Context: an optimization exercise on an open-source flow, tuned for small area and few clock cycles. The choices shown serve that exercise and are no tape-out recipe. Only simulation tests tie the RTL to the original design; equivalence was not proved. The flow treats the clock pin as an ideal source, which a real chip does not have. No activity file was given, so power comes from the tool's default toggle rates.

Design media_box_path_locator_unit, start of the top module:
module media_box_path_locator_unit
(
  input  wire logic        clk,
  input  wire logic        rst_n,
  input  wire logic        in_valid,
  output logic             in_stall,
  input  wire logic [7:0]  in_data_byte,
  input  wire logic        in_end_of_file,
  output logic             out_valid,
  input  wire logic        out_stall,
  output logic [1:0]       out_result_kind,
  output logic [7:0]       out_payload_byte,
  output logic [31:0]      out_payload_size,
  output logic             out_payload_last,
  input  wire logic        cfg_valid,
  output logic             cfg_ready,
  input  wire logic [1:0]  cfg_index,
  input  wire logic [31:0] cfg_data
);
  logic res_vld, step;
  assign cfg_ready = 1'b1;
  assign out_valid = in_valid && res_vld;
  assign in_stall  = res_vld && out_stall;
  assign step      = in_valid && !in_stall;
  mbpl_core u_core (
    .clk         (clk),
    .rst_n       (rst_n),
    .cfg_we      (cfg_valid && cfg_ready),
    .cfg_index   (cfg_index),
    .cfg_data    (cfg_data),
    .step        (step),
    .data_byte   (in_data_byte),
    .end_of_file (in_end_of_file),
    .res_vld     (res_vld),
    .res_kind    (out_result_kind),
    .res_byte    (out_payload_byte),
    .res_size    (out_payload_size),
    .res_last    (out_payload_last)
  );
endmodule
Size in the first run: about 94 I/O pins, roughly 9000 um2 of cells after synthesis.
clock: 6.0 ns
lec_check: 0
cap_margin: 20
core_margin: 2
core_utilization: 40
slew_margin: 20
standard.sh (not shown) runs the stock make flow with config.mk's settings and CLKGATE_MAP_FILE= SYNTH_SCRIPT=/design/flow/synth_recipe.tcl, a recipe that flattens the netlist after the stock synthesis.
==> flow/flow/run.sh <==
#!/bin/bash
# Own layout flow: the standard layout (standard.sh, every ORFS step as
# usual) with changes to buffering only:
#  - buffer_ports gives each input and output port the smallest buffer,
#    sky130_fd_sc_hd__buf_1, rather than the tool's own pick;
#  - clock tree synthesis builds the tree from sky130_fd_sc_hd__clkbuf_4
#    and adds no dummy loads; after it, post_cts.tcl makes the root buffer
#    clkbuf_16 and sizes each buffer that drives flip-flops by the number
#    of pins it drives (clkbuf_8 above CLK_BUF_8_ABOVE, clkbuf_16 above
#    CLK_BUF_16_ABOVE), to keep the slew at the flip-flop clock pins low.
# The ORFS logs stay under orfs/logs; make's own output goes to standard.log.
set -euo pipefail
here="$(pwd)"
export BUFFER_PORTS_ARGS="-buffer_cell sky130_fd_sc_hd__buf_1"
export CTS_ARGS="-sink_clustering_enable -repair_clock_nets -dont_use_dummy_load -buf_list sky130_fd_sc_hd__clkbuf_4"
export POST_CTS_TCL="$here/flow/post_cts.tcl"
export CLK_BUF_8_ABOVE=7
export CLK_BUF_16_ABOVE=16
bash standard.sh > standard.log 2>&1
==> flow/flow/post_cts.tcl <==
# After clock tree synthesis: size the clock tree buffers for their loads.
# The tree is built from sky130_fd_sc_hd__clkbuf_4. A buffer that drives
# other clock buffers (the root) becomes clkbuf_16; a buffer that drives
# flip-flops becomes clkbuf_8 above CLK_BUF_8_ABOVE pins and clkbuf_16
# above CLK_BUF_16_ABOVE pins, so that the slew at the flip-flop clock pins
# stays well inside the limit.
set block [ord::get_db_block]
foreach inst [$block getInsts] {
  set master [[$inst getMaster] getName]
  if {![string match "sky130_fd_sc_hd__clkbuf_*" $master]} { continue }
  set out [$inst findITerm X]
  if {$out eq "NULL"} { continue }
  set net [$out getNet]
  if {$net eq "NULL" || [$net getSigType] ne "CLOCK"} { continue }
  set loads 0
  set bufs 0
  foreach it [$net getITerms] {
    if {[$it isOutputSignal]} { continue }
    incr loads
    if {[string match "sky130_fd_sc_hd__clkbuf_*" [[[$it getInst] getMaster] getName]]} { incr bufs }
  }
  if {$bufs > 0} {
    set want sky130_fd_sc_hd__clkbuf_16
  } elseif {$loads > $::env(CLK_BUF_16_ABOVE)} {
    set want sky130_fd_sc_hd__clkbuf_16
  } elseif {$loads > $::env(CLK_BUF_8_ABOVE)} {
    set want sky130_fd_sc_hd__clkbuf_8
  } else {
    set want sky130_fd_sc_hd__clkbuf_4
  }
  if {$want ne $master} {
    puts "post_cts: [$inst getName] drives $loads pins ($bufs buffers): $master -> $want"
    replace_cell [$inst getName] $want
  }
}
detailed_placement
check_placement -verbose
estimate_parasitics -placement
The starting point finished clean.
Testbench counts at the start, summed over its fixed seeds: cycles 73,859.
Then changed:
==> flow/run.sh (new file) <==
#!/bin/bash
# synth_recipe.tcl (not shown) runs the flow's synth.tcl, then flattens the netlist and writes it again
# the make line also repeats each setting of config.mk as NAME=value (left out here)
make -C /OpenROAD-flow-scripts/flow DESIGN_CONFIG=/design/flow/config.mk WORK_HOME=/design/flow/orfs CLKGATE_MAP_FILE= SYNTH_SCRIPT=/design/flow/synth_recipe.tcl finish
removed: flow/flow/run.sh
removed: flow/flow/post_cts.tcl
removed: flow/standard.sh
What happened:
- hold slack stays flat
- cell area is higher by 10%
- critical path depth drops by 2
- routed wire length is higher by 1.2%
- via count barely changes
- maximum frequency goes down by 1.4%
- global-route usage grows by 0.37 points
- die area stays the same
- power climbs by 24%
- worst setup slack loses 0.079 ns
- cell count is higher by 1.2%
Then changed:
==> flow/flow/run.sh (new file) <==
#!/bin/bash
# Own layout flow: the standard layout (standard.sh, every ORFS step as
# usual) with changes to buffering only:
#  - buffer_ports gives each input and output port the smallest buffer,
#    sky130_fd_sc_hd__buf_1, rather than the tool's own pick;
#  - clock tree synthesis builds the tree from sky130_fd_sc_hd__clkbuf_4
#    and adds no dummy loads; after it, post_cts.tcl sizes each clock
#    buffer up by the number of pins it drives (clkbuf_8 above
#    CLK_BUF_8_ABOVE, clkbuf_16 above CLK_BUF_16_ABOVE), to keep the slew
#    at the flip-flop clock pins low.
# The ORFS logs stay under orfs/logs; make's own output goes to standard.log.
set -euo pipefail
here="$(pwd)"
export BUFFER_PORTS_ARGS="-buffer_cell sky130_fd_sc_hd__buf_1"
export CTS_ARGS="-sink_clustering_enable -repair_clock_nets -dont_use_dummy_load -buf_list sky130_fd_sc_hd__clkbuf_4"
export POST_CTS_TCL="$here/flow/post_cts.tcl"
export CLK_BUF_8_ABOVE=9
export CLK_BUF_16_ABOVE=16
bash standard.sh > standard.log 2>&1
==> flow/flow/post_cts.tcl (new file) <==
# After clock tree synthesis: size each clock tree buffer for the load it
# drives, so that the slew at the flip-flop clock pins stays low without
# making every buffer the largest. A buffer's size follows the number of
# pins its output net feeds.
set block [ord::get_db_block]
foreach inst [$block getInsts] {
  set master [[$inst getMaster] getName]
  if {![string match "sky130_fd_sc_hd__clkbuf_*" $master]} { continue }
  set out [$inst findITerm X]
  if {$out eq "NULL"} { continue }
  set net [$out getNet]
  if {$net eq "NULL" || [$net getSigType] ne "CLOCK"} { continue }
  set loads [expr {[llength [$net getITerms]] - 1}]
  if {$loads > $::env(CLK_BUF_16_ABOVE)} {
    set want sky130_fd_sc_hd__clkbuf_16
  } elseif {$loads > $::env(CLK_BUF_8_ABOVE)} {
    set want sky130_fd_sc_hd__clkbuf_8
  } else {
    set want sky130_fd_sc_hd__clkbuf_4
  }
  if {$want ne $master} {
    puts "post_cts: [$inst getName] drives $loads pins: $master -> $want"
    replace_cell [$inst getName] $want
  }
}
detailed_placement
check_placement -verbose
estimate_parasitics -placement
==> flow/standard.sh (new file) <==
#!/bin/bash
# synth_recipe.tcl (not shown) runs the flow's synth.tcl, then flattens the netlist and writes it again
# the make line also repeats each setting of config.mk as NAME=value (left out here)
make -C /OpenROAD-flow-scripts/flow DESIGN_CONFIG=/design/flow/config.mk WORK_HOME=/design/flow/orfs CLKGATE_MAP_FILE= SYNTH_SCRIPT=/design/flow/synth_recipe.tcl "${@:-finish}"
removed: flow/run.sh
The changed run finished clean.
Clock-buffer cell count is unchanged.
Via count barely changes.
Wire length decreases by 1.4%.
Maximum frequency increases by 1.8%.
Global-route usage decreases by 0.45 points.
Synthesized cell count stays the same.
Register-to-register slack got worse by 0.08 ns.
Non-clock buffer count went down by 2.
Clock skew came out higher by 0.022 ns.
Die area stays the same.

## afterwards: timing with drivers on the ports
How much do the figures lean on ideal ports? The routed layouts below were timed once more, with nothing changed but the port constraints. Step 1, drivers: a clkbuf_16 drives clk and a buf_2 each remaining input, both assumed. Step 2 also shifts input and output timing later by t, the mid clock arrival at the registers, as if the neighbouring blocks saw the same clock. a / b / c = ideal / step 1 / step 2; a / b = the first two.
run	t (ns)	slack for setup (ns)	worst register clock-pin slew, ns	worst slew at a driven data input, ns
the first run	0.424	0.565 / 0.565 / 0.339	0.10 / 0.10	0.07
the second run	0.472	0.487 / 0.464 / 0.036	0.08 / 0.08	0.04
the third run	0.486	0.583 / 0.583 / 0.340	0.11 / 0.11	0.07
After both steps setup and hold are still met in every run listed. For the second run, which loses most, drivers alone change the setup slack by -0.023 ns; drivers and shift together by -0.451 ns.
